This design comes from an exercise in tuning for small area on the open sky130 flow, not from production work. Only simulation tests tie the RTL to the original design; equivalence was not proved.

== main ==
==> module serial_link_top, before the edit <==
module serial_link_top (
  input  wire logic       clk,
  input  wire logic       rst_n,
  input  wire logic       rxd,
  input  wire logic [7:0] sw,
  output logic            txd,
  output logic [7:0]      led
);
  localparam int S_SYNC  = 0,
                 S_HDR   = 1,    
                 S_DATA  = 2,
                 S_CRC   = 3,    
                 S_XWAIT = 4,
                 S_XFER  = 5,
                 T_HDR   = 6,
                 T_DATA  = 7,
                 T_CRC   = 8;    
  logic [2047:0] ring;
  logic [127:0]  stg;
  logic [7:0]    pos;
  logic          clr;
  logic [8:0]    state;
  logic [8:0]    nxt;
  logic [7:0]    cmd;
  logic [7:0]    addr;
  logic [4:0]    len;
  logic [3:0]    k;
  logic          wp;
  logic [15:0]   crc;
  logic [6:0]    m;
  logic [7:0]    sh;
  logic          txq;
  wire [7:0] ring_tap = ring[7:0];
  wire [7:0] st_tap   = stg[7:0];
  wire [3:0] bi    = m[6:3];
  wire [2:0] cc    = m[2:0];
  wire       idle  = m[6:2] == 5'd0;
  wire       stopb = m[6] & m[3];                     
  wire       smp   = &cc && |bi && !stopb;            
  wire       bend  = m[6] & m[4] & m[1];              
  wire       rxb   = stopb && cc == 3'd0;             
  wire       txm   = |state[T_CRC:T_HDR];
  wire       rx_ok = |state[S_CRC:S_SYNC] || (state[T_CRC] && k[1]);
  wire       is_wr = cmd == 8'h01;
  wire       is_rd = cmd == 8'h02;
  wire [3:0] slot  = addr[3:0] + k;
  wire       hit   = pos[3:0] == slot;
  wire [4:0] k1    = {1'b0, k} + 5'd1;
  wire       last  = k1 == len;
  wire       xact  = (state[S_XWAIT] && hit && pos[7:4] == addr[7:4]) || state[S_XFER];
  wire       len_ok = sh[7:5] == 3'd0 && sh[4:0] != 5'd0 && (!sh[4] || sh[3:0] == 4'd0);
  wire       st_rx = state[S_DATA] && wp && hit;
  wire       tx_go = idle && (state[T_HDR] || (state[T_CRC] && !k[1]) || (state[T_DATA] && hit));
  wire       rx_go = idle && rx_ok && !rxd;
  wire        sync_tx = state[T_HDR] && k == 4'd1;    
  logic [7:0] tx_byte;
  always_comb begin
    if (state[T_HDR]) begin
        case (k[2:0])
          3'd2:    tx_byte = addr;
          3'd3:    tx_byte = {3'b000, len};
          3'd4:    tx_byte = {7'd0, !(is_wr || is_rd)};
          default: tx_byte = cmd;
        endcase
    end else if (state[T_DATA])
      tx_byte = st_tap;
    else
      tx_byte = crc[15:8];
  end
  logic [7:0] ring_ins;
  logic [7:0] st_ins;
  always_comb begin
    if (clr)
      ring_ins = 8'h00;
    else if (xact && is_wr && pos != 8'hFF)
      ring_ins = st_tap;
    else
      ring_ins = ring_tap;
    if (st_rx)
      st_ins = sh;
    else if (xact && is_rd)
      st_ins = (pos == 8'hFF) ? sw : ring_tap;
    else
      st_ins = st_tap;
  end
  always_ff @(posedge clk) begin
    ring <= {ring_ins, ring[2047:8]};
    stg  <= {st_ins, stg[127:8]};
  end
  always_ff @(posedge clk) begin
    if (!rst_n) begin
      pos <= 8'd0;
      clr <= 1'b1;
    end else begin
      pos <= pos + 8'd1;
      if (pos == 8'hFF) clr <= 1'b0;
    end
  end
  always_ff @(posedge clk) begin
    if (!rst_n)
      led <= 8'h00;
    else if (xact && is_wr && pos == 8'h00)
      led <= st_tap;
  end
  always_ff @(posedge clk) begin
    if (!rst_n)
      m <= 7'd0;
    else if (rx_go || tx_go)
      m <= 7'd4;
    else if (!idle)
      m <= bend ? 7'd0 : m + 7'd1;
  end
  always_ff @(posedge clk) begin
    if (tx_go)
      sh <= tx_byte;
    else if (smp)
      sh <= {txm ? sh[0] : rxd, sh[7:1]};
  end
  always_ff @(posedge clk) begin
    if (!rst_n)
      txq <= 1'b1;
    else if (tx_go)
      txq <= 1'b0;
    else if (txm && cc == 3'd3 && |bi)
      txq <= stopb | (sync_tx ? bi[0] : sh[0]);    
  end
  assign txd = txq;
  wire crc_init = state[S_SYNC] || state[S_XWAIT] || state[S_XFER] || sync_tx;
  wire crc_fb   = crc[15] ^ sh[~cc];
  always_ff @(posedge clk) begin
    if (crc_init)
      crc <= 16'hFFFF;
    else if (stopb)
      crc <= {crc[14:0], 1'b0} ^ (crc_fb ? 16'h1021 : 16'h0000);
  end
  wire hdr_end = state[S_HDR] && bend;
  wire go_sync = state[S_SYNC] && bend && sh == 8'hAA;
  wire go_len  = hdr_end && k[1];
  wire go_data = state[S_DATA] && st_rx && last;
  wire crc_b   = state[S_CRC] && rxb;
  wire go_ok   = state[S_CRC] && bend && k[1];
  wire go_xfer = xact && last;
  wire go_hdr  = state[T_HDR] && tx_go && k == 4'd4;
  wire go_tdat = state[T_DATA] && tx_go && last;
  wire go_end  = state[T_CRC] && k[1] && idle;
  wire crc_ok  = crc == 16'h0000;
  always_comb begin
    nxt = state;
    nxt[S_SYNC]  = (state[S_SYNC] && !go_sync) || (go_len && !len_ok) ||
                   (go_ok && !crc_ok) || go_end;
    nxt[S_HDR]   = go_sync || (state[S_HDR] && !go_len);
    nxt[S_DATA]  = (go_len && len_ok && is_wr) || (state[S_DATA] && !go_data);
    nxt[S_CRC]   = (go_len && len_ok && !is_wr) || go_data || (state[S_CRC] && !go_ok);
    nxt[S_XWAIT] = (go_ok && crc_ok) || (state[S_XWAIT] && !xact);
    nxt[S_XFER]  = (xact && !last) || (state[S_XFER] && !xact);
    nxt[T_HDR]   = go_xfer || (state[T_HDR] && !go_hdr);
    nxt[T_DATA]  = (go_hdr && is_rd) || (state[T_DATA] && !go_tdat);
    nxt[T_CRC]   = (go_hdr && !is_rd) || go_tdat || (state[T_CRC] && !go_end);
  end
  always_ff @(posedge clk) begin
    if (!rst_n) begin
      state <= 9'd1;
      wp    <= 1'b0;
    end else begin
      state <= nxt;
      if (state[S_DATA] && rxb) wp <= 1'b1;
      if (st_rx) wp <= 1'b0;
    end
  end
  always_ff @(posedge clk) begin
    if (hdr_end && k[1:0] == 2'd0) cmd <= sh;
    if (hdr_end && k[0]) addr <= sh;
    if (go_len) len <= sh[4:0];
    if (go_sync || go_len || go_data || go_ok || go_xfer || go_hdr || go_tdat)
      k <= 4'd0;
    else if (hdr_end || st_rx || crc_b || xact || tx_go)
      k <= k + 4'd1;
  end
endmodule
clock: 10.0 ns
lec_check: 0
cap_margin: 20
core_margin: 2
core_utilization: 60
slew_margin: 20
standard.sh (not shown) runs the stock make flow with config.mk's settings and CLKGATE_MAP_FILE= SYNTH_SCRIPT=/design/flow/synth_recipe.tcl, a recipe that flattens the netlist after the stock synthesis.
==> flow/flow/run.sh <==
#!/bin/bash
# The standard layout (standard.sh), with two changes:
# - clock tree synthesis adds no dummy loads, drives clusters of up to 14
#   flip-flops from buf_4 leaf buffers and builds the upper tree from small
#   clock buffers;
# - the port buffers are buf_1 cells.
set -euo pipefail
export CTS_ARGS="-sink_clustering_enable -repair_clock_nets -dont_use_dummy_load -buf_list {sky130_fd_sc_hd__clkbuf_2 sky130_fd_sc_hd__clkbuf_4} -sink_clustering_buffer sky130_fd_sc_hd__buf_4 -sink_clustering_size 14 -sink_clustering_max_diameter 40"
export BUFFER_PORTS_ARGS="-buffer_cell sky130_fd_sc_hd__buf_1"
bash standard.sh > standard.log 2>&1
For the feature branch, these inputs were changed with respect to main:
diff --git a/flow/design.v b/flow/design.v
--- a/flow/design.v
+++ b/flow/design.v
@@ -71,16 +71,18 @@
   logic [7:0] ring_ins;
   logic [7:0] st_ins;
   always_comb begin
-    if (clr)
+    if (pos == 8'hFF)
+      ring_ins = sw;        
+    else if (clr)
       ring_ins = 8'h00;
-    else if (xact && is_wr && pos != 8'hFF)
+    else if (xact && is_wr)
       ring_ins = st_tap;
     else
       ring_ins = ring_tap;
     if (st_rx)
       st_ins = sh;
     else if (xact && is_rd)
-      st_ins = (pos == 8'hFF) ? sw : ring_tap;
+      st_ins = ring_tap;
     else
       st_ins = st_tap;
   end
Notes after the runs:
- Sequential share of layout area: main vs the feature branch — no meaningful difference
- Iteration-0 DRC count of the detailed router ends up lower on the feature branch.
- In the flow results for the feature branch and main, the met2 routing resource usage after global routing is larger on the feature branch.
- Going from main to the feature branch, placed cell count barely changed; routed wire length grew by 3.0%; effective utilization at floorplan neither gained nor lost much; count of clock-buffer cells in the layout shows an increase of 2; maximum frequency from static timing analysis down 4.0 MHz.
- On normalized max-slew margin, main beats the feature branch.
- The feature branch leaves less setup margin than main.

[re-timing with driven ports]
The results above use ideal ports. As a check the final layouts listed here were re-extracted and re-timed, cells and wires unchanged. Step 1: set_driving_cell puts a clkbuf_16 on clk and a buf_2 on each other input, an assumption about the parent block. Step 2, shift: input delay + t, output delay - t, t = (earliest + latest rising clock arrival at the registers) / 2. This alone moves slack from input paths to output paths. Three values: no drivers, after step 1, after step 2; two values: the first two.
| run | shift t [ns] | setup slack, ns | worst hold slack (ns) |
|---|---|---|---|
| main | 1.021 | 6.489 / 6.425 / 6.532 | 0.246 / 0.246 / 0.246 |
| the feature branch | 1.008 | 6.439 / 6.378 / 6.535 | 0.213 / 0.213 / 0.213 |
After both steps every run listed still meets setup and hold.
